From an optimization exercise on the open Yosys and OpenROAD flow, aimed at small area and a short achievable clock period; shortcuts taken in it are not production practice.
Only simulation tests tie the RTL to the original design; equivalence was not proved.
Power and IR drop assume default switching activity.

===== flow/design.v =====
package rv_pkg;
    localparam int xlen       = 32;     
    localparam int reg_addr_w = 5;      
    typedef logic [xlen-1:0]       xlen_t;
    typedef logic [reg_addr_w-1:0] reg_idx_t;
    typedef struct packed {
        logic     en;
        reg_idx_t rd;
        xlen_t    data;
    } wb_t;
endpackage
`timescale 1ns/1ns
module alu (
    input  logic [31:0] a,
    input  logic [31:0] bx,
    input  logic [4:0]  shamt,      
    input  logic        sub,
    input  logic        s_add,      
    input  logic        s_lt,       
    input  logic        sgn,        
    input  logic        s_x,        
    input  logic        s_n,        
    input  logic        s_sll,
    input  logic        s_sr,       
    input  logic        arith,      
    output logic [31:0] result
);
    logic [31:0] np;         
    logic [31:0] ng;         
    logic [31:0] sum;
    logic        ncout;
    logic        b31;        
    logic [32:0] sr_x;
    logic [31:0] sr_r;
    logic [31:0] sl_r;
    logic [31:0] rest;
    ks_add32 u_add (
        .a     (a),
        .b     (bx),
        .cin   (sub),
        .np    (np),
        .ng    (ng),
        .sum   (sum),
        .ncout (ncout)
    );
    logic        lt_diff;    
    logic        lt_sign;    
    logic        lt_c;       
    assign b31     = ~bx[31];
    assign lt_diff = a[31] ^ b31;
    assign lt_sign = sgn ? a[31] : b31;
    assign lt_c    = s_lt & ~lt_diff;
    assign sr_x = $signed({arith & a[31], a}) >>> shamt;
    assign sr_r = sr_x[31:0];
    assign sl_r = a << shamt;
    assign rest = ({32{s_lt & lt_diff}} & {31'b0, lt_sign})
                | ({32{s_x}}   & ~np)
                | ({32{s_n}}   & ~ng)
                | ({32{s_sll}} & sl_r)
                | ({32{s_sr}}  & sr_r);
    alu_res_bit0 u_res0 (.s(s_add), .sum(sum[0]), .c(lt_c), .nc(ncout), .rest(rest[0]), .y(result[0]));
    for (genvar k = 1; k < 32; k++) begin : g_res
        alu_res_bit u_res (.s(s_add), .sum(sum[k]), .rest(rest[k]), .y(result[k]));
    end
endmodule
module alu_res_bit0 (
    input  logic s,
    input  logic sum,
    input  logic c,
    input  logic nc,
    input  logic rest,
    output logic y
);
    assign y = (s & sum) | (c & nc) | rest;
endmodule
module alu_res_bit (
    input  logic s,
    input  logic sum,
    input  logic rest,
    output logic y
);
    assign y = (s & sum) | rest;
endmodule
module ks_add32 (
    input  logic [31:0] a,
    input  logic [31:0] b,
    input  logic        cin,
    output logic [31:0] np,       
    output logic [31:0] ng,       
    output logic [31:0] sum,
    output logic        ncout     
);
    logic g0_0;
    logic g0_1, p0_1;
    logic g0_2, p0_2;
    logic g0_3, p0_3;
    logic g0_4, p0_4;
    logic g0_5, p0_5;
    logic g0_6, p0_6;
    logic g0_7, p0_7;
    logic g0_8, p0_8;
    logic g0_9, p0_9;
    logic g0_10, p0_10;
    logic g0_11, p0_11;
    logic g0_12, p0_12;
    logic g0_13, p0_13;
    logic g0_14, p0_14;
    logic g0_15, p0_15;
    logic g0_16, p0_16;
    logic g0_17, p0_17;
    logic g0_18, p0_18;
    logic g0_19, p0_19;
    logic g0_20, p0_20;
    logic g0_21, p0_21;
    logic g0_22, p0_22;
    logic g0_23, p0_23;
    logic g0_24, p0_24;
    logic g0_25, p0_25;
    logic g0_26, p0_26;
    logic g0_27, p0_27;
    logic g0_28, p0_28;
    logic g0_29, p0_29;
    logic g0_30, p0_30;
    logic g0_31, p0_31;
    logic g0_32, p0_32;
    logic g1_0;
    logic g1_1;
    logic g1_2, p1_2;
    logic g1_3, p1_3;
    logic g1_4, p1_4;
    logic g1_5, p1_5;
    logic g1_6, p1_6;
    logic g1_7, p1_7;
    logic g1_8, p1_8;
    logic g1_9, p1_9;
    logic g1_10, p1_10;
    logic g1_11, p1_11;
    logic g1_12, p1_12;
    logic g1_13, p1_13;
    logic g1_14, p1_14;
    logic g1_15, p1_15;
    logic g1_16, p1_16;
    logic g1_17, p1_17;
    logic g1_18, p1_18;
    logic g1_19, p1_19;
    logic g1_20, p1_20;
    logic g1_21, p1_21;
    logic g1_22, p1_22;
    logic g1_23, p1_23;
    logic g1_24, p1_24;
    logic g1_25, p1_25;
    logic g1_26, p1_26;
    logic g1_27, p1_27;
    logic g1_28, p1_28;
    logic g1_29, p1_29;
    logic g1_30, p1_30;
    logic g1_31, p1_31;
    logic g1_32, p1_32;
    logic g2_0;
    logic g2_1;
    logic g2_2;
    logic g2_3;
    logic g2_4, p2_4;
    logic g2_5, p2_5;
    logic g2_6, p2_6;
    logic g2_7, p2_7;
    logic g2_8, p2_8;
    logic g2_9, p2_9;
    logic g2_10, p2_10;
    logic g2_11, p2_11;
    logic g2_12, p2_12;
    logic g2_13, p2_13;
    logic g2_14, p2_14;
    logic g2_15, p2_15;
    logic g2_16, p2_16;
    logic g2_17, p2_17;
    logic g2_18, p2_18;
    logic g2_19, p2_19;
    logic g2_20, p2_20;
    logic g2_21, p2_21;
    logic g2_22, p2_22;
    logic g2_23, p2_23;
    logic g2_24, p2_24;
    logic g2_25, p2_25;
    logic g2_26, p2_26;
    logic g2_27, p2_27;
    logic g2_28, p2_28;
    logic g2_29, p2_29;
    logic g2_30, p2_30;
    logic g2_31, p2_31;
    logic g2_32, p2_32;
    logic g3_0;
    logic g3_1;
    logic g3_2;
    logic g3_3;
    logic g3_4;
    logic g3_5;
    logic g3_6;
    logic g3_7;
    logic g3_8, p3_8;
    logic g3_9, p3_9;
    logic g3_10, p3_10;
    logic g3_11, p3_11;
    logic g3_12, p3_12;
    logic g3_13, p3_13;
    logic g3_14, p3_14;
    logic g3_15, p3_15;
    logic g3_16, p3_16;
    logic g3_17, p3_17;
    logic g3_18, p3_18;
    logic g3_19, p3_19;
    logic g3_20, p3_20;
    logic g3_21, p3_21;
    logic g3_22, p3_22;
    logic g3_23, p3_23;
    logic g3_24, p3_24;
    logic g3_25, p3_25;
    logic g3_26, p3_26;
    logic g3_27, p3_27;
    logic g3_28, p3_28;
    logic g3_29, p3_29;
    logic g3_30, p3_30;
    logic g3_31, p3_31;
    logic g3_32, p3_32;
    logic g4_0;
    logic g4_1;
    logic g4_2;
    logic g4_3;
    logic g4_4;
    logic g4_5;
    logic g4_6;
    logic g4_7;
    logic g4_8;
    logic g4_9;
    logic g4_10;
    logic g4_11;
    logic g4_12;
    logic g4_13;
    logic g4_14;
    logic g4_15;
    logic g4_16, p4_16;
    logic g4_17, p4_17;
    logic g4_18, p4_18;
    logic g4_19, p4_19;
    logic g4_20, p4_20;
    logic g4_21, p4_21;
    logic g4_22, p4_22;
    logic g4_23, p4_23;
    logic g4_24, p4_24;
    logic g4_25, p4_25;
    logic g4_26, p4_26;
    logic g4_27, p4_27;
    logic g4_28, p4_28;
    logic g4_29, p4_29;
    logic g4_30, p4_30;
    logic g4_31, p4_31;
    logic g4_32, p4_32;
    logic g5_0;
    logic g5_1;
    logic g5_2;
    logic g5_3;
    logic g5_4;
    logic g5_5;
    logic g5_6;
    logic g5_7;
    logic g5_8;
    logic g5_9;
    logic g5_10;
    logic g5_11;
    logic g5_12;
    logic g5_13;
    logic g5_14;
    logic g5_15;
    logic g5_16;
    logic g5_17;
    logic g5_18;
    logic g5_19;
    logic g5_20;
    logic g5_21;
    logic g5_22;
    logic g5_23;
    logic g5_24;
    logic g5_25;
    logic g5_26;
    logic g5_27;
    logic g5_28;
    logic g5_29;
    logic g5_30;
    logic g5_31;
    logic g5_32, p5_32;
    logic g6_32;
    ks_inv u_c (.a(cin), .y(g0_0));
    ks_nand u_g0 (.a(a[0]), .b(b[0]), .y(g0_1));
    ks_xnor u_p0 (.a(a[0]), .b(b[0]), .y(p0_1));
    assign np[0] = p0_1;
    assign ng[0] = g0_1;
    ks_nand u_g1 (.a(a[1]), .b(b[1]), .y(g0_2));
    ks_xnor u_p1 (.a(a[1]), .b(b[1]), .y(p0_2));
    assign np[1] = p0_2;
    assign ng[1] = g0_2;
    ks_nand u_g2 (.a(a[2]), .b(b[2]), .y(g0_3));
    ks_xnor u_p2 (.a(a[2]), .b(b[2]), .y(p0_3));
    assign np[2] = p0_3;
    assign ng[2] = g0_3;
    ks_nand u_g3 (.a(a[3]), .b(b[3]), .y(g0_4));
    ks_xnor u_p3 (.a(a[3]), .b(b[3]), .y(p0_4));
    assign np[3] = p0_4;
    assign ng[3] = g0_4;
    ks_nand u_g4 (.a(a[4]), .b(b[4]), .y(g0_5));
    ks_xnor u_p4 (.a(a[4]), .b(b[4]), .y(p0_5));
    assign np[4] = p0_5;
    assign ng[4] = g0_5;
    ks_nand u_g5 (.a(a[5]), .b(b[5]), .y(g0_6));
    ks_xnor u_p5 (.a(a[5]), .b(b[5]), .y(p0_6));
    assign np[5] = p0_6;
    assign ng[5] = g0_6;
    ks_nand u_g6 (.a(a[6]), .b(b[6]), .y(g0_7));
    ks_xnor u_p6 (.a(a[6]), .b(b[6]), .y(p0_7));
    assign np[6] = p0_7;
    assign ng[6] = g0_7;
    ks_nand u_g7 (.a(a[7]), .b(b[7]), .y(g0_8));
    ks_xnor u_p7 (.a(a[7]), .b(b[7]), .y(p0_8));
    assign np[7] = p0_8;
    assign ng[7] = g0_8;
    ks_nand u_g8 (.a(a[8]), .b(b[8]), .y(g0_9));
    ks_xnor u_p8 (.a(a[8]), .b(b[8]), .y(p0_9));
    assign np[8] = p0_9;
    assign ng[8] = g0_9;
    ks_nand u_g9 (.a(a[9]), .b(b[9]), .y(g0_10));
    ks_xnor u_p9 (.a(a[9]), .b(b[9]), .y(p0_10));
    assign np[9] = p0_10;
    assign ng[9] = g0_10;
    ks_nand u_g10 (.a(a[10]), .b(b[10]), .y(g0_11));
    ks_xnor u_p10 (.a(a[10]), .b(b[10]), .y(p0_11));
    assign np[10] = p0_11;
    assign ng[10] = g0_11;
    ks_nand u_g11 (.a(a[11]), .b(b[11]), .y(g0_12));
    ks_xnor u_p11 (.a(a[11]), .b(b[11]), .y(p0_12));
    assign np[11] = p0_12;
    assign ng[11] = g0_12;
    ks_nand u_g12 (.a(a[12]), .b(b[12]), .y(g0_13));
    ks_xnor u_p12 (.a(a[12]), .b(b[12]), .y(p0_13));
    assign np[12] = p0_13;
    assign ng[12] = g0_13;
    ks_nand u_g13 (.a(a[13]), .b(b[13]), .y(g0_14));
    ks_xnor u_p13 (.a(a[13]), .b(b[13]), .y(p0_14));
    assign np[13] = p0_14;
    assign ng[13] = g0_14;
    ks_nand u_g14 (.a(a[14]), .b(b[14]), .y(g0_15));
    ks_xnor u_p14 (.a(a[14]), .b(b[14]), .y(p0_15));
    assign np[14] = p0_15;
    assign ng[14] = g0_15;
    ks_nand u_g15 (.a(a[15]), .b(b[15]), .y(g0_16));
    ks_xnor u_p15 (.a(a[15]), .b(b[15]), .y(p0_16));
    assign np[15] = p0_16;
    assign ng[15] = g0_16;
    ks_nand u_g16 (.a(a[16]), .b(b[16]), .y(g0_17));
    ks_xnor u_p16 (.a(a[16]), .b(b[16]), .y(p0_17));
    assign np[16] = p0_17;
    assign ng[16] = g0_17;
    ks_nand u_g17 (.a(a[17]), .b(b[17]), .y(g0_18));
    ks_xnor u_p17 (.a(a[17]), .b(b[17]), .y(p0_18));
    assign np[17] = p0_18;
    assign ng[17] = g0_18;
    ks_nand u_g18 (.a(a[18]), .b(b[18]), .y(g0_19));
    ks_xnor u_p18 (.a(a[18]), .b(b[18]), .y(p0_19));
    assign np[18] = p0_19;
    assign ng[18] = g0_19;
    ks_nand u_g19 (.a(a[19]), .b(b[19]), .y(g0_20));
    ks_xnor u_p19 (.a(a[19]), .b(b[19]), .y(p0_20));
    assign np[19] = p0_20;
    assign ng[19] = g0_20;
    ks_nand u_g20 (.a(a[20]), .b(b[20]), .y(g0_21));
    ks_xnor u_p20 (.a(a[20]), .b(b[20]), .y(p0_21));
    assign np[20] = p0_21;
    assign ng[20] = g0_21;
    ks_nand u_g21 (.a(a[21]), .b(b[21]), .y(g0_22));
    ks_xnor u_p21 (.a(a[21]), .b(b[21]), .y(p0_22));
    assign np[21] = p0_22;
    assign ng[21] = g0_22;
    ks_nand u_g22 (.a(a[22]), .b(b[22]), .y(g0_23));
    ks_xnor u_p22 (.a(a[22]), .b(b[22]), .y(p0_23));
    assign np[22] = p0_23;
    assign ng[22] = g0_23;
    ks_nand u_g23 (.a(a[23]), .b(b[23]), .y(g0_24));
    ks_xnor u_p23 (.a(a[23]), .b(b[23]), .y(p0_24));
    assign np[23] = p0_24;
    assign ng[23] = g0_24;
    ks_nand u_g24 (.a(a[24]), .b(b[24]), .y(g0_25));
    ks_xnor u_p24 (.a(a[24]), .b(b[24]), .y(p0_25));
    assign np[24] = p0_25;
    assign ng[24] = g0_25;
    ks_nand u_g25 (.a(a[25]), .b(b[25]), .y(g0_26));
    ks_xnor u_p25 (.a(a[25]), .b(b[25]), .y(p0_26));
    assign np[25] = p0_26;
    assign ng[25] = g0_26;
    ks_nand u_g26 (.a(a[26]), .b(b[26]), .y(g0_27));
    ks_xnor u_p26 (.a(a[26]), .b(b[26]), .y(p0_27));
    assign np[26] = p0_27;
    assign ng[26] = g0_27;
    ks_nand u_g27 (.a(a[27]), .b(b[27]), .y(g0_28));
    ks_xnor u_p27 (.a(a[27]), .b(b[27]), .y(p0_28));
    assign np[27] = p0_28;
    assign ng[27] = g0_28;
    ks_nand u_g28 (.a(a[28]), .b(b[28]), .y(g0_29));
    ks_xnor u_p28 (.a(a[28]), .b(b[28]), .y(p0_29));
    assign np[28] = p0_29;
    assign ng[28] = g0_29;
    ks_nand u_g29 (.a(a[29]), .b(b[29]), .y(g0_30));
    ks_xnor u_p29 (.a(a[29]), .b(b[29]), .y(p0_30));
    assign np[29] = p0_30;
    assign ng[29] = g0_30;
    ks_nand u_g30 (.a(a[30]), .b(b[30]), .y(g0_31));
    ks_xnor u_p30 (.a(a[30]), .b(b[30]), .y(p0_31));
    assign np[30] = p0_31;
    assign ng[30] = g0_31;
    ks_nand u_g31 (.a(a[31]), .b(b[31]), .y(g0_32));
    ks_xnor u_p31 (.a(a[31]), .b(b[31]), .y(p0_32));
    assign np[31] = p0_32;
    assign ng[31] = g0_32;
    ks_inv u_i1_0 (.a(g0_0), .y(g1_0));
    ks_oai_g u_n1_1 (.gh(g0_1), .ph(p0_1), .gl(g0_0), .g(g1_1));
    ks_oai u_n1_2 (.gh(g0_2), .ph(p0_2), .gl(g0_1), .pl(p0_1), .g(g1_2), .p(p1_2));
    ks_oai u_n1_3 (.gh(g0_3), .ph(p0_3), .gl(g0_2), .pl(p0_2), .g(g1_3), .p(p1_3));
    ks_oai u_n1_4 (.gh(g0_4), .ph(p0_4), .gl(g0_3), .pl(p0_3), .g(g1_4), .p(p1_4));
    ks_oai u_n1_5 (.gh(g0_5), .ph(p0_5), .gl(g0_4), .pl(p0_4), .g(g1_5), .p(p1_5));
    ks_oai u_n1_6 (.gh(g0_6), .ph(p0_6), .gl(g0_5), .pl(p0_5), .g(g1_6), .p(p1_6));
    ks_oai u_n1_7 (.gh(g0_7), .ph(p0_7), .gl(g0_6), .pl(p0_6), .g(g1_7), .p(p1_7));
    ks_oai u_n1_8 (.gh(g0_8), .ph(p0_8), .gl(g0_7), .pl(p0_7), .g(g1_8), .p(p1_8));
    ks_oai u_n1_9 (.gh(g0_9), .ph(p0_9), .gl(g0_8), .pl(p0_8), .g(g1_9), .p(p1_9));
    ks_oai u_n1_10 (.gh(g0_10), .ph(p0_10), .gl(g0_9), .pl(p0_9), .g(g1_10), .p(p1_10));
    ks_oai u_n1_11 (.gh(g0_11), .ph(p0_11), .gl(g0_10), .pl(p0_10), .g(g1_11), .p(p1_11));
    ks_oai u_n1_12 (.gh(g0_12), .ph(p0_12), .gl(g0_11), .pl(p0_11), .g(g1_12), .p(p1_12));
    ks_oai u_n1_13 (.gh(g0_13), .ph(p0_13), .gl(g0_12), .pl(p0_12), .g(g1_13), .p(p1_13));
    ks_oai u_n1_14 (.gh(g0_14), .ph(p0_14), .gl(g0_13), .pl(p0_13), .g(g1_14), .p(p1_14));
    ks_oai u_n1_15 (.gh(g0_15), .ph(p0_15), .gl(g0_14), .pl(p0_14), .g(g1_15), .p(p1_15));
    ks_oai u_n1_16 (.gh(g0_16), .ph(p0_16), .gl(g0_15), .pl(p0_15), .g(g1_16), .p(p1_16));
    ks_oai u_n1_17 (.gh(g0_17), .ph(p0_17), .gl(g0_16), .pl(p0_16), .g(g1_17), .p(p1_17));
    ks_oai u_n1_18 (.gh(g0_18), .ph(p0_18), .gl(g0_17), .pl(p0_17), .g(g1_18), .p(p1_18));
    ks_oai u_n1_19 (.gh(g0_19), .ph(p0_19), .gl(g0_18), .pl(p0_18), .g(g1_19), .p(p1_19));
    ks_oai u_n1_20 (.gh(g0_20), .ph(p0_20), .gl(g0_19), .pl(p0_19), .g(g1_20), .p(p1_20));
    ks_oai u_n1_21 (.gh(g0_21), .ph(p0_21), .gl(g0_20), .pl(p0_20), .g(g1_21), .p(p1_21));
    ks_oai u_n1_22 (.gh(g0_22), .ph(p0_22), .gl(g0_21), .pl(p0_21), .g(g1_22), .p(p1_22));
    ks_oai u_n1_23 (.gh(g0_23), .ph(p0_23), .gl(g0_22), .pl(p0_22), .g(g1_23), .p(p1_23));
    ks_oai u_n1_24 (.gh(g0_24), .ph(p0_24), .gl(g0_23), .pl(p0_23), .g(g1_24), .p(p1_24));
    ks_oai u_n1_25 (.gh(g0_25), .ph(p0_25), .gl(g0_24), .pl(p0_24), .g(g1_25), .p(p1_25));
    ks_oai u_n1_26 (.gh(g0_26), .ph(p0_26), .gl(g0_25), .pl(p0_25), .g(g1_26), .p(p1_26));
    ks_oai u_n1_27 (.gh(g0_27), .ph(p0_27), .gl(g0_26), .pl(p0_26), .g(g1_27), .p(p1_27));
    ks_oai u_n1_28 (.gh(g0_28), .ph(p0_28), .gl(g0_27), .pl(p0_27), .g(g1_28), .p(p1_28));
    ks_oai u_n1_29 (.gh(g0_29), .ph(p0_29), .gl(g0_28), .pl(p0_28), .g(g1_29), .p(p1_29));
    ks_oai u_n1_30 (.gh(g0_30), .ph(p0_30), .gl(g0_29), .pl(p0_29), .g(g1_30), .p(p1_30));
    ks_oai u_n1_31 (.gh(g0_31), .ph(p0_31), .gl(g0_30), .pl(p0_30), .g(g1_31), .p(p1_31));
    ks_oai u_n1_32 (.gh(g0_32), .ph(p0_32), .gl(g0_31), .pl(p0_31), .g(g1_32), .p(p1_32));
    ks_inv u_i2_0 (.a(g1_0), .y(g2_0));
    ks_inv u_i2_1 (.a(g1_1), .y(g2_1));
    ks_aoi_g u_n2_2 (.gh(g1_2), .ph(p1_2), .gl(g1_0), .g(g2_2));
    ks_aoi_g u_n2_3 (.gh(g1_3), .ph(p1_3), .gl(g1_1), .g(g2_3));
    ks_aoi u_n2_4 (.gh(g1_4), .ph(p1_4), .gl(g1_2), .pl(p1_2), .g(g2_4), .p(p2_4));
    ks_aoi u_n2_5 (.gh(g1_5), .ph(p1_5), .gl(g1_3), .pl(p1_3), .g(g2_5), .p(p2_5));
    ks_aoi u_n2_6 (.gh(g1_6), .ph(p1_6), .gl(g1_4), .pl(p1_4), .g(g2_6), .p(p2_6));
    ks_aoi u_n2_7 (.gh(g1_7), .ph(p1_7), .gl(g1_5), .pl(p1_5), .g(g2_7), .p(p2_7));
    ks_aoi u_n2_8 (.gh(g1_8), .ph(p1_8), .gl(g1_6), .pl(p1_6), .g(g2_8), .p(p2_8));
    ks_aoi u_n2_9 (.gh(g1_9), .ph(p1_9), .gl(g1_7), .pl(p1_7), .g(g2_9), .p(p2_9));
    ks_aoi u_n2_10 (.gh(g1_10), .ph(p1_10), .gl(g1_8), .pl(p1_8), .g(g2_10), .p(p2_10));
    ks_aoi u_n2_11 (.gh(g1_11), .ph(p1_11), .gl(g1_9), .pl(p1_9), .g(g2_11), .p(p2_11));
    ks_aoi u_n2_12 (.gh(g1_12), .ph(p1_12), .gl(g1_10), .pl(p1_10), .g(g2_12), .p(p2_12));
    ks_aoi u_n2_13 (.gh(g1_13), .ph(p1_13), .gl(g1_11), .pl(p1_11), .g(g2_13), .p(p2_13));
    ks_aoi u_n2_14 (.gh(g1_14), .ph(p1_14), .gl(g1_12), .pl(p1_12), .g(g2_14), .p(p2_14));
    ks_aoi u_n2_15 (.gh(g1_15), .ph(p1_15), .gl(g1_13), .pl(p1_13), .g(g2_15), .p(p2_15));
    ks_aoi u_n2_16 (.gh(g1_16), .ph(p1_16), .gl(g1_14), .pl(p1_14), .g(g2_16), .p(p2_16));
    ks_aoi u_n2_17 (.gh(g1_17), .ph(p1_17), .gl(g1_15), .pl(p1_15), .g(g2_17), .p(p2_17));
    ks_aoi u_n2_18 (.gh(g1_18), .ph(p1_18), .gl(g1_16), .pl(p1_16), .g(g2_18), .p(p2_18));
    ks_aoi u_n2_19 (.gh(g1_19), .ph(p1_19), .gl(g1_17), .pl(p1_17), .g(g2_19), .p(p2_19));
    ks_aoi u_n2_20 (.gh(g1_20), .ph(p1_20), .gl(g1_18), .pl(p1_18), .g(g2_20), .p(p2_20));
    ks_aoi u_n2_21 (.gh(g1_21), .ph(p1_21), .gl(g1_19), .pl(p1_19), .g(g2_21), .p(p2_21));
    ks_aoi u_n2_22 (.gh(g1_22), .ph(p1_22), .gl(g1_20), .pl(p1_20), .g(g2_22), .p(p2_22));
    ks_aoi u_n2_23 (.gh(g1_23), .ph(p1_23), .gl(g1_21), .pl(p1_21), .g(g2_23), .p(p2_23));
    ks_aoi u_n2_24 (.gh(g1_24), .ph(p1_24), .gl(g1_22), .pl(p1_22), .g(g2_24), .p(p2_24));
    ks_aoi u_n2_25 (.gh(g1_25), .ph(p1_25), .gl(g1_23), .pl(p1_23), .g(g2_25), .p(p2_25));
    ks_aoi u_n2_26 (.gh(g1_26), .ph(p1_26), .gl(g1_24), .pl(p1_24), .g(g2_26), .p(p2_26));
    ks_aoi u_n2_27 (.gh(g1_27), .ph(p1_27), .gl(g1_25), .pl(p1_25), .g(g2_27), .p(p2_27));
    ks_aoi u_n2_28 (.gh(g1_28), .ph(p1_28), .gl(g1_26), .pl(p1_26), .g(g2_28), .p(p2_28));
    ks_aoi u_n2_29 (.gh(g1_29), .ph(p1_29), .gl(g1_27), .pl(p1_27), .g(g2_29), .p(p2_29));
    ks_aoi u_n2_30 (.gh(g1_30), .ph(p1_30), .gl(g1_28), .pl(p1_28), .g(g2_30), .p(p2_30));
    ks_aoi u_n2_31 (.gh(g1_31), .ph(p1_31), .gl(g1_29), .pl(p1_29), .g(g2_31), .p(p2_31));
    ks_aoi u_n2_32 (.gh(g1_32), .ph(p1_32), .gl(g1_30), .pl(p1_30), .g(g2_32), .p(p2_32));
    ks_inv u_i3_0 (.a(g2_0), .y(g3_0));
    ks_inv u_i3_1 (.a(g2_1), .y(g3_1));
    ks_inv u_i3_2 (.a(g2_2), .y(g3_2));
    ks_inv u_i3_3 (.a(g2_3), .y(g3_3));
    ks_oai_g u_n3_4 (.gh(g2_4), .ph(p2_4), .gl(g2_0), .g(g3_4));
    ks_oai_g u_n3_5 (.gh(g2_5), .ph(p2_5), .gl(g2_1), .g(g3_5));
    ks_oai_g u_n3_6 (.gh(g2_6), .ph(p2_6), .gl(g2_2), .g(g3_6));
    ks_oai_g u_n3_7 (.gh(g2_7), .ph(p2_7), .gl(g2_3), .g(g3_7));
    ks_oai u_n3_8 (.gh(g2_8), .ph(p2_8), .gl(g2_4), .pl(p2_4), .g(g3_8), .p(p3_8));
    ks_oai u_n3_9 (.gh(g2_9), .ph(p2_9), .gl(g2_5), .pl(p2_5), .g(g3_9), .p(p3_9));
    ks_oai u_n3_10 (.gh(g2_10), .ph(p2_10), .gl(g2_6), .pl(p2_6), .g(g3_10), .p(p3_10));
    ks_oai u_n3_11 (.gh(g2_11), .ph(p2_11), .gl(g2_7), .pl(p2_7), .g(g3_11), .p(p3_11));
    ks_oai u_n3_12 (.gh(g2_12), .ph(p2_12), .gl(g2_8), .pl(p2_8), .g(g3_12), .p(p3_12));
    ks_oai u_n3_13 (.gh(g2_13), .ph(p2_13), .gl(g2_9), .pl(p2_9), .g(g3_13), .p(p3_13));
    ks_oai u_n3_14 (.gh(g2_14), .ph(p2_14), .gl(g2_10), .pl(p2_10), .g(g3_14), .p(p3_14));
    ks_oai u_n3_15 (.gh(g2_15), .ph(p2_15), .gl(g2_11), .pl(p2_11), .g(g3_15), .p(p3_15));
    ks_oai u_n3_16 (.gh(g2_16), .ph(p2_16), .gl(g2_12), .pl(p2_12), .g(g3_16), .p(p3_16));
    ks_oai u_n3_17 (.gh(g2_17), .ph(p2_17), .gl(g2_13), .pl(p2_13), .g(g3_17), .p(p3_17));
    ks_oai u_n3_18 (.gh(g2_18), .ph(p2_18), .gl(g2_14), .pl(p2_14), .g(g3_18), .p(p3_18));
    ks_oai u_n3_19 (.gh(g2_19), .ph(p2_19), .gl(g2_15), .pl(p2_15), .g(g3_19), .p(p3_19));
    ks_oai u_n3_20 (.gh(g2_20), .ph(p2_20), .gl(g2_16), .pl(p2_16), .g(g3_20), .p(p3_20));
    ks_oai u_n3_21 (.gh(g2_21), .ph(p2_21), .gl(g2_17), .pl(p2_17), .g(g3_21), .p(p3_21));
    ks_oai u_n3_22 (.gh(g2_22), .ph(p2_22), .gl(g2_18), .pl(p2_18), .g(g3_22), .p(p3_22));
    ks_oai u_n3_23 (.gh(g2_23), .ph(p2_23), .gl(g2_19), .pl(p2_19), .g(g3_23), .p(p3_23));
    ks_oai u_n3_24 (.gh(g2_24), .ph(p2_24), .gl(g2_20), .pl(p2_20), .g(g3_24), .p(p3_24));
    ks_oai u_n3_25 (.gh(g2_25), .ph(p2_25), .gl(g2_21), .pl(p2_21), .g(g3_25), .p(p3_25));
    ks_oai u_n3_26 (.gh(g2_26), .ph(p2_26), .gl(g2_22), .pl(p2_22), .g(g3_26), .p(p3_26));
    ks_oai u_n3_27 (.gh(g2_27), .ph(p2_27), .gl(g2_23), .pl(p2_23), .g(g3_27), .p(p3_27));
    ks_oai u_n3_28 (.gh(g2_28), .ph(p2_28), .gl(g2_24), .pl(p2_24), .g(g3_28), .p(p3_28));
    ks_oai u_n3_29 (.gh(g2_29), .ph(p2_29), .gl(g2_25), .pl(p2_25), .g(g3_29), .p(p3_29));
    ks_oai u_n3_30 (.gh(g2_30), .ph(p2_30), .gl(g2_26), .pl(p2_26), .g(g3_30), .p(p3_30));
    ks_oai u_n3_31 (.gh(g2_31), .ph(p2_31), .gl(g2_27), .pl(p2_27), .g(g3_31), .p(p3_31));
    ks_oai u_n3_32 (.gh(g2_32), .ph(p2_32), .gl(g2_28), .pl(p2_28), .g(g3_32), .p(p3_32));
    ks_inv u_i4_0 (.a(g3_0), .y(g4_0));
    ks_inv u_i4_1 (.a(g3_1), .y(g4_1));
    ks_inv u_i4_2 (.a(g3_2), .y(g4_2));
    ks_inv u_i4_3 (.a(g3_3), .y(g4_3));
    ks_inv u_i4_4 (.a(g3_4), .y(g4_4));
    ks_inv u_i4_5 (.a(g3_5), .y(g4_5));
    ks_inv u_i4_6 (.a(g3_6), .y(g4_6));
    ks_inv u_i4_7 (.a(g3_7), .y(g4_7));
    ks_aoi_g u_n4_8 (.gh(g3_8), .ph(p3_8), .gl(g3_0), .g(g4_8));
    ks_aoi_g u_n4_9 (.gh(g3_9), .ph(p3_9), .gl(g3_1), .g(g4_9));
    ks_aoi_g u_n4_10 (.gh(g3_10), .ph(p3_10), .gl(g3_2), .g(g4_10));
    ks_aoi_g u_n4_11 (.gh(g3_11), .ph(p3_11), .gl(g3_3), .g(g4_11));
    ks_aoi_g u_n4_12 (.gh(g3_12), .ph(p3_12), .gl(g3_4), .g(g4_12));
    ks_aoi_g u_n4_13 (.gh(g3_13), .ph(p3_13), .gl(g3_5), .g(g4_13));
    ks_aoi_g u_n4_14 (.gh(g3_14), .ph(p3_14), .gl(g3_6), .g(g4_14));
    ks_aoi_g u_n4_15 (.gh(g3_15), .ph(p3_15), .gl(g3_7), .g(g4_15));
    ks_aoi u_n4_16 (.gh(g3_16), .ph(p3_16), .gl(g3_8), .pl(p3_8), .g(g4_16), .p(p4_16));
    ks_aoi u_n4_17 (.gh(g3_17), .ph(p3_17), .gl(g3_9), .pl(p3_9), .g(g4_17), .p(p4_17));
    ks_aoi u_n4_18 (.gh(g3_18), .ph(p3_18), .gl(g3_10), .pl(p3_10), .g(g4_18), .p(p4_18));
    ks_aoi u_n4_19 (.gh(g3_19), .ph(p3_19), .gl(g3_11), .pl(p3_11), .g(g4_19), .p(p4_19));
    ks_aoi u_n4_20 (.gh(g3_20), .ph(p3_20), .gl(g3_12), .pl(p3_12), .g(g4_20), .p(p4_20));
    ks_aoi u_n4_21 (.gh(g3_21), .ph(p3_21), .gl(g3_13), .pl(p3_13), .g(g4_21), .p(p4_21));
    ks_aoi u_n4_22 (.gh(g3_22), .ph(p3_22), .gl(g3_14), .pl(p3_14), .g(g4_22), .p(p4_22));
    ks_aoi u_n4_23 (.gh(g3_23), .ph(p3_23), .gl(g3_15), .pl(p3_15), .g(g4_23), .p(p4_23));
    ks_aoi u_n4_24 (.gh(g3_24), .ph(p3_24), .gl(g3_16), .pl(p3_16), .g(g4_24), .p(p4_24));
    ks_aoi u_n4_25 (.gh(g3_25), .ph(p3_25), .gl(g3_17), .pl(p3_17), .g(g4_25), .p(p4_25));
    ks_aoi u_n4_26 (.gh(g3_26), .ph(p3_26), .gl(g3_18), .pl(p3_18), .g(g4_26), .p(p4_26));
    ks_aoi u_n4_27 (.gh(g3_27), .ph(p3_27), .gl(g3_19), .pl(p3_19), .g(g4_27), .p(p4_27));
    ks_aoi u_n4_28 (.gh(g3_28), .ph(p3_28), .gl(g3_20), .pl(p3_20), .g(g4_28), .p(p4_28));
    ks_aoi u_n4_29 (.gh(g3_29), .ph(p3_29), .gl(g3_21), .pl(p3_21), .g(g4_29), .p(p4_29));
    ks_aoi u_n4_30 (.gh(g3_30), .ph(p3_30), .gl(g3_22), .pl(p3_22), .g(g4_30), .p(p4_30));
    ks_aoi u_n4_31 (.gh(g3_31), .ph(p3_31), .gl(g3_23), .pl(p3_23), .g(g4_31), .p(p4_31));
    ks_aoi u_n4_32 (.gh(g3_32), .ph(p3_32), .gl(g3_24), .pl(p3_24), .g(g4_32), .p(p4_32));
    ks_inv u_i5_0 (.a(g4_0), .y(g5_0));
    ks_inv u_i5_1 (.a(g4_1), .y(g5_1));
    ks_inv u_i5_2 (.a(g4_2), .y(g5_2));
    ks_inv u_i5_3 (.a(g4_3), .y(g5_3));
    ks_inv u_i5_4 (.a(g4_4), .y(g5_4));
    ks_inv u_i5_5 (.a(g4_5), .y(g5_5));
    ks_inv u_i5_6 (.a(g4_6), .y(g5_6));
    ks_inv u_i5_7 (.a(g4_7), .y(g5_7));
    ks_inv u_i5_8 (.a(g4_8), .y(g5_8));
    ks_inv u_i5_9 (.a(g4_9), .y(g5_9));
    ks_inv u_i5_10 (.a(g4_10), .y(g5_10));
    ks_inv u_i5_11 (.a(g4_11), .y(g5_11));
    ks_inv u_i5_12 (.a(g4_12), .y(g5_12));
    ks_inv u_i5_13 (.a(g4_13), .y(g5_13));
    ks_inv u_i5_14 (.a(g4_14), .y(g5_14));
    ks_inv u_i5_15 (.a(g4_15), .y(g5_15));
    ks_oai_g u_n5_16 (.gh(g4_16), .ph(p4_16), .gl(g4_0), .g(g5_16));
    ks_oai_g u_n5_17 (.gh(g4_17), .ph(p4_17), .gl(g4_1), .g(g5_17));
    ks_oai_g u_n5_18 (.gh(g4_18), .ph(p4_18), .gl(g4_2), .g(g5_18));
    ks_oai_g u_n5_19 (.gh(g4_19), .ph(p4_19), .gl(g4_3), .g(g5_19));
    ks_oai_g u_n5_20 (.gh(g4_20), .ph(p4_20), .gl(g4_4), .g(g5_20));
    ks_oai_g u_n5_21 (.gh(g4_21), .ph(p4_21), .gl(g4_5), .g(g5_21));
    ks_oai_g u_n5_22 (.gh(g4_22), .ph(p4_22), .gl(g4_6), .g(g5_22));
    ks_oai_g u_n5_23 (.gh(g4_23), .ph(p4_23), .gl(g4_7), .g(g5_23));
    ks_oai_g u_n5_24 (.gh(g4_24), .ph(p4_24), .gl(g4_8), .g(g5_24));
    ks_oai_g u_n5_25 (.gh(g4_25), .ph(p4_25), .gl(g4_9), .g(g5_25));
    ks_oai_g u_n5_26 (.gh(g4_26), .ph(p4_26), .gl(g4_10), .g(g5_26));
    ks_oai_g u_n5_27 (.gh(g4_27), .ph(p4_27), .gl(g4_11), .g(g5_27));
    ks_oai_g u_n5_28 (.gh(g4_28), .ph(p4_28), .gl(g4_12), .g(g5_28));
    ks_oai_g u_n5_29 (.gh(g4_29), .ph(p4_29), .gl(g4_13), .g(g5_29));
    ks_oai_g u_n5_30 (.gh(g4_30), .ph(p4_30), .gl(g4_14), .g(g5_30));
    ks_oai_g u_n5_31 (.gh(g4_31), .ph(p4_31), .gl(g4_15), .g(g5_31));
    ks_oai u_n5_32 (.gh(g4_32), .ph(p4_32), .gl(g4_16), .pl(p4_16), .g(g5_32), .p(p5_32));
    ks_aoi_g u_n6_32 (.gh(g5_32), .ph(p5_32), .gl(g5_0), .g(g6_32));
    ks_xnor u_s0 (.a(p0_1), .b(g5_0), .y(sum[0]));
    ks_xnor u_s1 (.a(p0_2), .b(g5_1), .y(sum[1]));
    ks_xnor u_s2 (.a(p0_3), .b(g5_2), .y(sum[2]));
    ks_xnor u_s3 (.a(p0_4), .b(g5_3), .y(sum[3]));
    ks_xnor u_s4 (.a(p0_5), .b(g5_4), .y(sum[4]));
    ks_xnor u_s5 (.a(p0_6), .b(g5_5), .y(sum[5]));
    ks_xnor u_s6 (.a(p0_7), .b(g5_6), .y(sum[6]));
    ks_xnor u_s7 (.a(p0_8), .b(g5_7), .y(sum[7]));
    ks_xnor u_s8 (.a(p0_9), .b(g5_8), .y(sum[8]));
    ks_xnor u_s9 (.a(p0_10), .b(g5_9), .y(sum[9]));
    ks_xnor u_s10 (.a(p0_11), .b(g5_10), .y(sum[10]));
    ks_xnor u_s11 (.a(p0_12), .b(g5_11), .y(sum[11]));
    ks_xnor u_s12 (.a(p0_13), .b(g5_12), .y(sum[12]));
    ks_xnor u_s13 (.a(p0_14), .b(g5_13), .y(sum[13]));
    ks_xnor u_s14 (.a(p0_15), .b(g5_14), .y(sum[14]));
    ks_xnor u_s15 (.a(p0_16), .b(g5_15), .y(sum[15]));
    ks_xnor u_s16 (.a(p0_17), .b(g5_16), .y(sum[16]));
    ks_xnor u_s17 (.a(p0_18), .b(g5_17), .y(sum[17]));
    ks_xnor u_s18 (.a(p0_19), .b(g5_18), .y(sum[18]));
    ks_xnor u_s19 (.a(p0_20), .b(g5_19), .y(sum[19]));
    ks_xnor u_s20 (.a(p0_21), .b(g5_20), .y(sum[20]));
    ks_xnor u_s21 (.a(p0_22), .b(g5_21), .y(sum[21]));
    ks_xnor u_s22 (.a(p0_23), .b(g5_22), .y(sum[22]));
    ks_xnor u_s23 (.a(p0_24), .b(g5_23), .y(sum[23]));
    ks_xnor u_s24 (.a(p0_25), .b(g5_24), .y(sum[24]));
    ks_xnor u_s25 (.a(p0_26), .b(g5_25), .y(sum[25]));
    ks_xnor u_s26 (.a(p0_27), .b(g5_26), .y(sum[26]));
    ks_xnor u_s27 (.a(p0_28), .b(g5_27), .y(sum[27]));
    ks_xnor u_s28 (.a(p0_29), .b(g5_28), .y(sum[28]));
    ks_xnor u_s29 (.a(p0_30), .b(g5_29), .y(sum[29]));
    ks_xnor u_s30 (.a(p0_31), .b(g5_30), .y(sum[30]));
    ks_xnor u_s31 (.a(p0_32), .b(g5_31), .y(sum[31]));
    assign ncout = g6_32;
endmodule
module ks_nand (
    input  logic a,
    input  logic b,
    output logic y
);
    assign y = ~(a & b);
endmodule
module ks_aoi (
    input  logic gh,
    input  logic ph,
    input  logic gl,
    input  logic pl,
    output logic g,
    output logic p
);
    assign g = ~(gh | (ph & gl));
    assign p = ~(ph & pl);
endmodule
module ks_aoi_g (
    input  logic gh,
    input  logic ph,
    input  logic gl,
    output logic g
);
    assign g = ~(gh | (ph & gl));
endmodule
module ks_oai (
    input  logic gh,
    input  logic ph,
    input  logic gl,
    input  logic pl,
    output logic g,
    output logic p
);
    assign g = ~(gh & (ph | gl));
    assign p = ~(ph | pl);
endmodule
module ks_oai_g (
    input  logic gh,
    input  logic ph,
    input  logic gl,
    output logic g
);
    assign g = ~(gh & (ph | gl));
endmodule
module ks_inv (
    input  logic a,
    output logic y
);
    assign y = ~a;
endmodule
module ks_xnor (
    input  logic a,
    input  logic b,
    output logic y
);
    assign y = ~(a ^ b);
endmodule
`timescale 1ns/1ns
module fetch_decode (
    input  logic          clk,
    input  logic          rst,
    input  logic [31:0]   prg_data,
    input  rv_pkg::wb_t   mem_s,      
    output logic [31:0]   pc,
    output logic          ex_v,       
    output logic [4:0]    ex_rd,
    output logic [31:0]   ex_a,
    output logic [31:0]   ex_b,
    output logic          ex_fa,      
    output logic          ex_fb,
    output logic          ex_sub,
    output logic          ex_s_add,
    output logic          ex_s_lt,
    output logic          ex_sgn,
    output logic          ex_s_x,     
    output logic          ex_s_n,     
    output logic          ex_s_sll,
    output logic          ex_s_sr,
    output logic          ex_arith
);
    logic [29:0] pc_q;          
    logic [29:0] inst_pc;       
    logic [31:0] inst;          
    logic        inst_v;        
    logic [6:0]  opcode;
    logic [2:0]  f3;
    logic [6:0]  f7;
    logic [4:0]  rd;
    logic [4:0]  rs1;
    logic [4:0]  rs2;
    logic        is_op;
    logic        is_imm;
    logic        is_lui;
    logic        is_auipc;
    logic        alu_inst;      
    logic        legal;
    logic        sub;
    logic        sll;
    logic        fa;
    logic        fb;
    logic        imm_i_q;       
    logic [31:0] imm;
    logic [31:0] v1;
    logic [31:0] v2;
    logic [6:0]  f_opcode;
    logic [4:0]  f_rs1;
    logic [4:0]  f_rs2;
    logic        f_alu;         
    logic        f_op;          
    logic        f_auipc;
    logic        f_mhit1;       
    logic        f_mhit2;
    logic [31:1] wr_next;
    logic [32:0] sel1_d;
    logic [32:0] sel2_d;
    logic [32:0] sel1;          
    logic [32:0] sel2;
    assign pc = {pc_q, 2'b00};
    always_ff @(posedge clk or negedge rst) begin
        if (!rst) begin
            pc_q   <= '0;
            inst_v <= 1'b0;
        end else begin
            pc_q   <= pc_q + 30'd1;
            inst_v <= 1'b1;
        end
    end
    always_ff @(posedge clk) begin
        inst    <= prg_data;
        inst_pc <= pc_q;
        imm_i_q <= f_opcode == 7'b0010011;
    end
    assign f_opcode = prg_data[6:0];
    assign f_rs1    = prg_data[19:15];
    assign f_rs2    = prg_data[24:20];
    assign f_op     = f_opcode == 7'b0110011;
    assign f_alu    = f_op | (f_opcode == 7'b0010011);
    assign f_auipc  = f_opcode == 7'b0010111;
    assign f_mhit1  = ex_v && ex_rd == f_rs1;
    assign f_mhit2  = ex_v && ex_rd == f_rs2;
    always_comb begin
        sel1_d[0]  = f_alu & f_mhit1;
        sel1_d[32] = f_auipc;
        sel2_d[0]  = f_op & f_mhit2;
        sel2_d[32] = ~f_op;
        for (int i = 1; i < 32; i++) begin
            sel1_d[i] = f_alu & ~f_mhit1 & (f_rs1 == i) & wr_next[i];
            sel2_d[i] = f_op  & ~f_mhit2 & (f_rs2 == i) & wr_next[i];
        end
    end
    always_ff @(posedge clk) begin
        sel1 <= sel1_d;
        sel2 <= sel2_d;
    end
    assign opcode = inst[6:0];
    assign rd     = inst[11:7];
    assign f3     = inst[14:12];
    assign rs1    = inst[19:15];
    assign rs2    = inst[24:20];
    assign f7     = inst[31:25];
    assign is_op    = opcode == 7'b0110011;
    assign is_imm   = opcode == 7'b0010011;
    assign is_lui   = opcode == 7'b0110111;
    assign is_auipc = opcode == 7'b0010111;
    assign alu_inst = is_op | is_imm;
    always_comb begin
        legal = is_lui | is_auipc;
        if (is_op) begin
            legal = (f7 == 7'b0000000) || (f7 == 7'b0100000 && (f3 == 3'b000 || f3 == 3'b101));
        end else if (is_imm) begin
            if (f3 == 3'b001)      legal = (f7 == 7'b0000000);
            else if (f3 == 3'b101) legal = (f7 == 7'b0000000) || (f7 == 7'b0100000);
            else                   legal = 1'b1;
        end
    end
    assign sub = alu_inst & ((f3 == 3'b010) | (f3 == 3'b011) | (is_op & (f3 == 3'b000) & f7[5]));
    assign sll = alu_inst & (f3 == 3'b001);
    assign imm = imm_i_q ? {{20{inst[31]}}, inst[31:20]} : {inst[31:12], 12'b0};
    assign fa = alu_inst & ex_v & (ex_rd == rs1);
    assign fb = is_op & ex_v & (ex_rd == rs2);
    reg_file u_reg_file (
        .clk     (clk),
        .rst     (rst),
        .we      (mem_s.en),
        .wa      (mem_s.rd),
        .wd      (mem_s.data),
        .wr_next (wr_next),
        .sel1    (sel1),
        .xa1_d   (mem_s.data),
        .xb1_d   ({inst_pc, 2'b00}),
        .sel2    (sel2),
        .xa2_d   (mem_s.data),
        .xb2_d   (imm),
        .rd1     (v1),
        .rd2     (v2)
    );
    always_ff @(posedge clk or negedge rst) begin
        if (!rst) begin
            ex_v <= 1'b0;
        end else begin
            ex_v <= inst_v & legal & (rd != 5'd0);
        end
    end
    always_ff @(posedge clk) begin
        ex_rd     <= rd;
        ex_fa     <= fa;
        ex_fb     <= fb;
        ex_a      <= v1;
        ex_b      <= v2;
        ex_sub    <= sub;
        ex_s_add  <= ~alu_inst | (f3 == 3'b000);
        ex_s_lt   <= alu_inst & (f3[2:1] == 2'b01);
        ex_sgn    <= ~f3[0];
        ex_s_x    <= alu_inst & ((f3 == 3'b100) | (f3 == 3'b110));
        ex_s_n    <= alu_inst & ((f3 == 3'b110) | (f3 == 3'b111));
        ex_s_sll  <= sll;
        ex_s_sr   <= alu_inst & (f3 == 3'b101);
        ex_arith  <= f7[5];
    end
endmodule
`timescale 1ns/1ns
module reg_file (
    input  logic        clk,
    input  logic        rst,
    input  logic        we,
    input  logic [4:0]  wa,
    input  logic [31:0] wd,
    output logic [31:1] wr_next,   
    input  logic [32:0] sel1,      
    input  logic [31:0] xa1_d,
    input  logic [31:0] xb1_d,
    input  logic [32:0] sel2,
    input  logic [31:0] xa2_d,
    input  logic [31:0] xb2_d,
    output logic [31:0] rd1,
    output logic [31:0] rd2
);
    logic [31:0] regs [1:31];
    logic [31:1] written;
    for (genvar i = 1; i < 32; i++) begin : g_reg
        always_ff @(posedge clk or negedge rst) begin
            if (!rst) begin
                written[i] <= 1'b0;
            end else if (we && wa == i) begin
                written[i] <= 1'b1;
            end
        end
        always_ff @(posedge clk) begin
            if (we && wa == i) regs[i] <= wd;
        end
        assign wr_next[i] = written[i] | (we && wa == i);
    end
    for (genvar k = 0; k < 32; k++) begin : g_bit
        logic [32:0] col1;
        logic [32:0] col2;
        for (genvar i = 1; i < 32; i++) begin : g_col
            assign col1[i] = regs[i][k];
            assign col2[i] = regs[i][k];
        end
        assign col1[0]  = xa1_d[k];
        assign col1[32] = xb1_d[k];
        assign col2[0]  = xa2_d[k];
        assign col2[32] = xb2_d[k];
        rf_read_bit u_rd1 (.sel(sel1), .d(col1), .y(rd1[k]));
        rf_read_bit u_rd2 (.sel(sel2), .d(col2), .y(rd2[k]));
    end
endmodule
module rf_read_bit (
    input  logic [32:0] sel,
    input  logic [32:0] d,
    output logic        y
);
    logic [10:0] t;     
    logic [2:0]  u;
    for (genvar i = 0; i < 11; i++) begin : g_t
        rf_aoi222 u_t (.a({sel[3*i],   d[3*i]}),
                       .b({sel[3*i+1], d[3*i+1]}),
                       .c({sel[3*i+2], d[3*i+2]}),
                       .y(t[i]));
    end
    rf_nand4 u_u0 (.a(t[3:0]), .y(u[0]));
    rf_nand4 u_u1 (.a(t[7:4]), .y(u[1]));
    rf_nand3 u_u2 (.a(t[10:8]), .y(u[2]));
    assign y = |u;
endmodule
module rf_aoi222 (
    input  logic [1:0] a,
    input  logic [1:0] b,
    input  logic [1:0] c,
    output logic       y
);
    assign y = ~((a[1] & a[0]) | (b[1] & b[0]) | (c[1] & c[0]));
endmodule
module rf_nand4 (
    input  logic [3:0] a,
    output logic       y
);
    assign y = ~&a;
endmodule
module rf_nand3 (
    input  logic [2:0] a,
    output logic       y
);
    assign y = ~&a;
endmodule
`timescale 1ns/1ns
module execute (
    input  logic          clk,
    input  logic          rst,
    input  logic          ex_v,
    input  logic [4:0]    ex_rd,
    input  logic [31:0]   ex_a,
    input  logic [31:0]   ex_b,
    input  logic          ex_fa,
    input  logic          ex_fb,
    input  logic          ex_sub,
    input  logic          ex_s_add,
    input  logic          ex_s_lt,
    input  logic          ex_sgn,
    input  logic          ex_s_x,
    input  logic          ex_s_n,
    input  logic          ex_s_sll,
    input  logic          ex_s_sr,
    input  logic          ex_arith,
    output rv_pkg::wb_t   mem_s,
    output rv_pkg::wb_t   wb_s
);
    logic [31:0] a;
    logic [31:0] bx;         
    logic [31:0] res;
    logic [4:0]  shamt;
    assign a  = ex_fa ? mem_s.data : ex_a;
    logic [31:0] fwd_x;      
    logic [31:0] ex_bx;      
    for (genvar k = 0; k < 32; k++) begin : g_fx
        ex_xor u_fx (.a(mem_s.data[k]), .b(ex_sub), .y(fwd_x[k]));
        ex_xor u_bx (.a(ex_b[k]), .b(ex_sub), .y(ex_bx[k]));
    end
    assign bx = ex_fb ? fwd_x : ex_bx;
    assign shamt = ex_fb ? mem_s.data[4:0] : ex_b[4:0];
    alu u_alu (
        .a      (a),
        .bx     (bx),
        .shamt  (shamt),
        .sub    (ex_sub),
        .s_add  (ex_s_add),
        .s_lt   (ex_s_lt),
        .sgn    (ex_sgn),
        .s_x    (ex_s_x),
        .s_n    (ex_s_n),
        .s_sll  (ex_s_sll),
        .s_sr   (ex_s_sr),
        .arith  (ex_arith),
        .result (res)
    );
    always_ff @(posedge clk or negedge rst) begin
        if (!rst) begin
            mem_s.en <= 1'b0;
            wb_s.en  <= 1'b0;
        end else begin
            mem_s.en <= ex_v;
            wb_s.en  <= mem_s.en;
        end
    end
    always_ff @(posedge clk) begin
        mem_s.rd   <= ex_rd;
        mem_s.data <= res;
        wb_s.rd    <= mem_s.rd;
        wb_s.data  <= mem_s.data;
    end
endmodule
module ex_xor (
    input  logic a,
    input  logic b,
    output logic y
);
    assign y = a ^ b;
endmodule
`timescale 1ns/1ns
module core_top (
    input  logic  clk,
    input  logic  rst,
    input  rv_pkg::xlen_t prg_data,     
    output rv_pkg::xlen_t pc,
    output rv_pkg::wb_t   wb            
);
    rv_pkg::wb_t mem_s;
    rv_pkg::wb_t wb_s;
    logic        ex_v;
    logic [4:0]  ex_rd;
    logic [31:0] ex_a;
    logic [31:0] ex_b;
    logic        ex_fa;
    logic        ex_fb;
    logic        ex_sub;
    logic        ex_s_add;
    logic        ex_s_lt;
    logic        ex_sgn;
    logic        ex_s_x;
    logic        ex_s_n;
    logic        ex_s_sll;
    logic        ex_s_sr;
    logic        ex_arith;
    fetch_decode u_fetch_decode (.*);
    execute      u_execute (.*);
    assign wb = wb_s;
endmodule

===== flow/config.mk =====
export PLATFORM = sky130hd
export DESIGN_NAME = core_top
export DESIGN_NICKNAME = core_top
export VERILOG_FILES = /design/flow/design.v
export SDC_FILE = /design/flow/constraint.sdc
export NUM_CORES = 4
export LEC_CHECK = 0
export CAP_MARGIN = 20
export CORE_MARGIN = 2
export CORE_UTILIZATION = 45
export CTS_CLUSTER_DIAMETER = 60
export CTS_CLUSTER_SIZE = 30
export SETUP_SLACK_MARGIN = 5
export SLEW_MARGIN = 20
export SYNTH_HIERARCHICAL = 1

===== flow/constraint.sdc =====
create_clock -name core_clock -period 8.0 [get_ports {clk}]
set_input_delay 1.6000 -clock core_clock [delete_from_list [all_inputs] [get_ports {clk}]]
set_output_delay 1.6000 -clock core_clock [all_outputs]
set_load 0.01 [all_outputs]

===== flow/run.sh =====
#!/bin/bash
# synth_recipe.tcl (not shown) runs the flow's synth.tcl, then flattens the netlist and writes it again
# the make line also repeats each setting of config.mk as NAME=value (left out here)
make -C /OpenROAD-flow-scripts/flow DESIGN_CONFIG=/design/flow/config.mk WORK_HOME=/design/flow/orfs CLKGATE_MAP_FILE= SYNTH_SCRIPT=/design/flow/synth_recipe.tcl finish

==> run notes <==
## sequential cells by signal (all words and copies together) (netlist names), 5 cells and up
register,count
u_fetch_decode.u_reg_file.regs,992
u_execute.mem_s,38
u_execute.wb_s,38
u_fetch_decode.sel1,33
u_fetch_decode.sel2,33
u_fetch_decode.ex_a,32
u_fetch_decode.ex_b,32
u_fetch_decode.inst,32
u_fetch_decode.u_reg_file.written,31
u_fetch_decode.inst_pc,30
u_fetch_decode.pc_q,30
u_fetch_decode.ex_rd,5
## modules after synthesis (local to each module, per instance), a selection
module	cell area [um^2]	flops+latches	times used	cells
rf_nand3	5.00	0	64	1
ks_aoi	12.5	0	46	2
rf_read_bit	6.26	0	64	1
rf_aoi222	10.0	0	704	1
ks_nand	3.75	0	32	1
alu_res_bit0	10.0	0	1	1
ks_add32	480	0	1	64
ex_xor	8.76	0	64	1
ks_xnor	8.76	0	64	1
ks_oai	12.5	0	57	2
## through the flow
step | area, um^2 | power (uW) | cells | setup slack (ps)
3_3_place_gp | 60600 | 8020 | 5620 | 4000
2_1_floorplan | 57200 | 7820 | 3889 | 5010
5_1_grt | 65500 | 13800 | 5877 | 4970
3_5_place_dp | 60600 | 8020 | 5620 | 3920
4_1_cts | 65100 | 13600 | 5858 | 5000
6_report | 65500 | 13500 | 5887 | 4920
## path summary, 6_finish.rpt
kind,start,end,slack [ps],cells past startpoint
hold reg to reg,u_fetch_decode.inst[7]$_DFF_P_,u_fetch_decode.ex_rd[0]$_DFF_P_,350,0
min in group asynchronous,rst,u_fetch_decode.u_reg_file.written[24]$_DFFE_PN0P_,1050,2
hold / removal,u_fetch_decode.inst[7]$_DFF_P_,u_fetch_decode.ex_rd[0]$_DFF_P_,350,0
max in group asynchronous,rst,u_fetch_decode.pc_q[9]$_DFF_PN0_,6250,2
setup reg to reg,u_fetch_decode.ex_sub$_DFF_P_,u_execute.mem_s[5]$_DFF_P_,4920,11
setup / recovery,u_fetch_decode.ex_sub$_DFF_P_,u_execute.mem_s[5]$_DFF_P_,4920,11
## cell type report
type / count / area, um^2
fill: 10600 / 60400
sequential: 1340 / 37200
clock inverter: 85 / 1060
inverter: 64 / 248
clock buffer: 111 / 2690
antenna: 10 / 25.0
multi-input combinational: 2316 / 19600
tap: 1650 / 2060
timing repair buffer: 311 / 2740
## synth_stat cells (44+ instances only)
cell type / n
a21oi_2: 57
a222oi_1: 704
buf_4: 67
clkbuf_1: 63
dfrtp_1: 65
dfxtp_1: 283
edfxtp_1: 992
inv_1: 63
mux2_4: 60
mux4_2: 49
nand2_1: 163
nand2b_1: 44
nand3_1: 91
nand4_1: 145
nor2_1: 173
nor4_1: 72
o21ai_2: 57
o21bai_1: 63
or3_1: 65
xnor2_1: 89
xor2_1: 89
## logic make-up (layout without fill, tap and decap cells)
family                   count (synthesis)  count (layout)  synth area share
flip-flops                            1340            1340             0.648
XOR/XNOR                               178             178            0.0272
buffers and inverters                  236             571            0.0232
multiplexers                           180             182            0.0503
AND/OR/NAND/NOR                        825             825            0.0744
AO/OA/AOI/OAI                         1124            1125             0.176
adder cells (fa/ha/maj)                  1               1          0.000219
other                                    2              15          0.000131
## power by group through the flow
stage / logic (uW) / registers [uW] / clock network (uW)
2_1_floorplan: 126 / 7690 / 0
3_3_place_gp: 338 / 7680 / 0
3_5_place_dp: 341 / 7680 / 0
4_1_cts: 347 / 7520 / 5690
5_1_grt: 386 / 7520 / 5930
6_report: 377 / 7520 / 5650
## routing by layer
layer | up-vias | share of wire | GRT usage
li1 | 17500 | - | -
met1 | 22000 | 0.35 | 0.448
met2 | 4067 | 0.42 | 0.495
met3 | 746 | 0.15 | 0.106
met4 | 12 | 0.078 | 0.224
met5 | - | 0.00032 | 0.00148
## what timing repair did
item	in CTS	in global routing
resized for setup	248	62
setup buffers	38	15
cloned	4	3
pin swaps	1	2
setup endpoints to repair	133	101
==> key figures <==
Outcome
  • Status: no timing/DRC/antenna violations

Synthesis
  • Synth Instances: 3886
  • Avg Cell Area, Syn: about 15 um^2
  • Main synth FF type: edfxtp_1
  • Unique cell type count in the Yosys netlist: 76
  • Largest area contributor in the netlist: edfxtp_1
  • Post-synth top area share: 0.521
  • Synth top area cells: edfxtp_1 (52%), a222oi_1 (12%), dfxtp_1 (9.9%)
  • Post-synthesis sequential area ratio: 0.648
  • Async set-reset flop share out of synthesis: 0.0485
  • Post-synth EDFFs: 992
  • Synth Warn #: 10
  • Mapped Area: 57200 um^2
  • Synthesized flop and latch total: 1340

Clock tree
  • Clk pin slew, worst setup/hold paths: roughly 90 ps
  • Clk sinks: 1340
  • Number of buffers created by CTS: 103
  • Root Driver: clkbuf_16
  • Max clock buf depth: 3
  • H-tree depth: 3
  • CTS tree: yes
  • Worst skew pair latency: between 700 and 800 ps
  • CTS Hold Bufs: 0

Worst setup path
  • Delay-heaviest family, CP: XOR/XNOR gates
  • Peak fanout along the critical path: 14
  • Crit Path Category: flop to flop
  • Setup crit end kind: flop
  • CP required: 8650 ps
  • Slowest Stage Delay on Critical Path: 530 ps
  • Critical path buffers and inverters: 3
  • Worst EP arrival: 3730 ps
  • Worst path slowest cell: xnor2_2
  • Critical path launch point type: flop
  • CP cell instances: buf_4, xor2_1, mux2_4, xnor2_2, nor2_1, a21oi_2, o21ai_1, inv_1, inv_1, xnor2_2, a21o_1

Layout
  • Fin nets: 4171
  • Most common cell after layout, fill and taps aside: edfxtp_1
  • Fraction of layout cells with a size suffix above 1: 0.200
  • P&R area growth vs syn: 14.6%
  • Most frequent cells in the layout: edfxtp_1 (992), a222oi_1 (704), dfxtp_1 (246)
  • Final core utilization: 0.521

Route
  • DRC errors left: 0
  • DR iter-0 viols: 11600
  • Final wirelength: 233000 um
  • Detail Route Antenna Nets: 0
  • Routed len/inst: 39.6 um
  • First-pass DRT Iterations: 14
  • Vias per inst: 7.52
  • Total number of vias: about 44000

Floorplanning
  • # rows: 130
  • Chip height: 361 um
  • Initial Util: 0.454
  • IO Count: 104
  • Die width: 361 um
  • Total core area: 126000 um^2
  • Die ar.: 130000 um^2

Power and ir drop
  • Lkg Pwr: 0.0223 uW
  • Sequential power share: 0.555
  • Clock share of power: 0.417
  • VDD IR max: 0.167 mV
  • Sw Pwr: approximately 3300 uW
  • P_int: 10300 uW
  • Gate power share: 0.028
  • Switching Share: 0.242
  • Power Density: 207 nW/um^2

Timing
  • Hold Vio Cnt, Final: 0
  • Slew HR: 0.305
  • Post-Route Hold Slack: 350 ps
  • # setup viols final: 0
  • Tcrit/Tclk final: 0.386
  • Highest Clock Rate: 324 MHz
  • Final min period: just over 3000 ps
  • TNS Setup: 0 ps
  • Clk_skew: 64.3 ps
  • Final Slew Violations: 0
  • Worst Tran Pin Value: 1040 ps
  • Unrepaired setup endpoints after global routing: true

Global routing
  • First-pass GRT wire length: 316000 um
  • Number of global-route vias before repair: 41100
  • Global route overflow: 0
  • Initial antenna violation count: 26
  • Global Route Usage Sum: 0.344
  • Largest net degree at the start of global routing: between 60 and 70

Placed design
  • GP Congestion: slightly above 1
  • IO buf count: 101
  • DP HPWL: 135000 um

Worst hold path
  • Hold Crit Class: flop to flop

Run
  • Max_cap viols: 0

port drivers added, routing unchanged:
No port has a modelled driver above. Below, the same layout with a new extraction and two added sets of constraints.
Step 1: set_driving_cell puts a clkbuf_16 on clk and a buf_2 on each other input, an assumption about the parent block.
Step 2 times the ports against the registers' clock, not the clock port: input delays grow and output delays shrink by t, the midpoint of the rising clock arrivals with the driver on.
Three values: ideal ports, drivers, drivers and shift; two values: the first two.
t (ns): 0.808
slack for setup (ns): 4.916 / 4.916 / 4.267
worst hold slack (ns): 0.350 / 0.350 / 0.350
slew at the worst register clock pin (ns): 0.10 / 0.10
cell pins on the clock port's net: 1
After both steps setup and hold are still met in this run. The setup slack of this run moves by 0.000 ns with the drivers and by -0.649 ns with both steps.
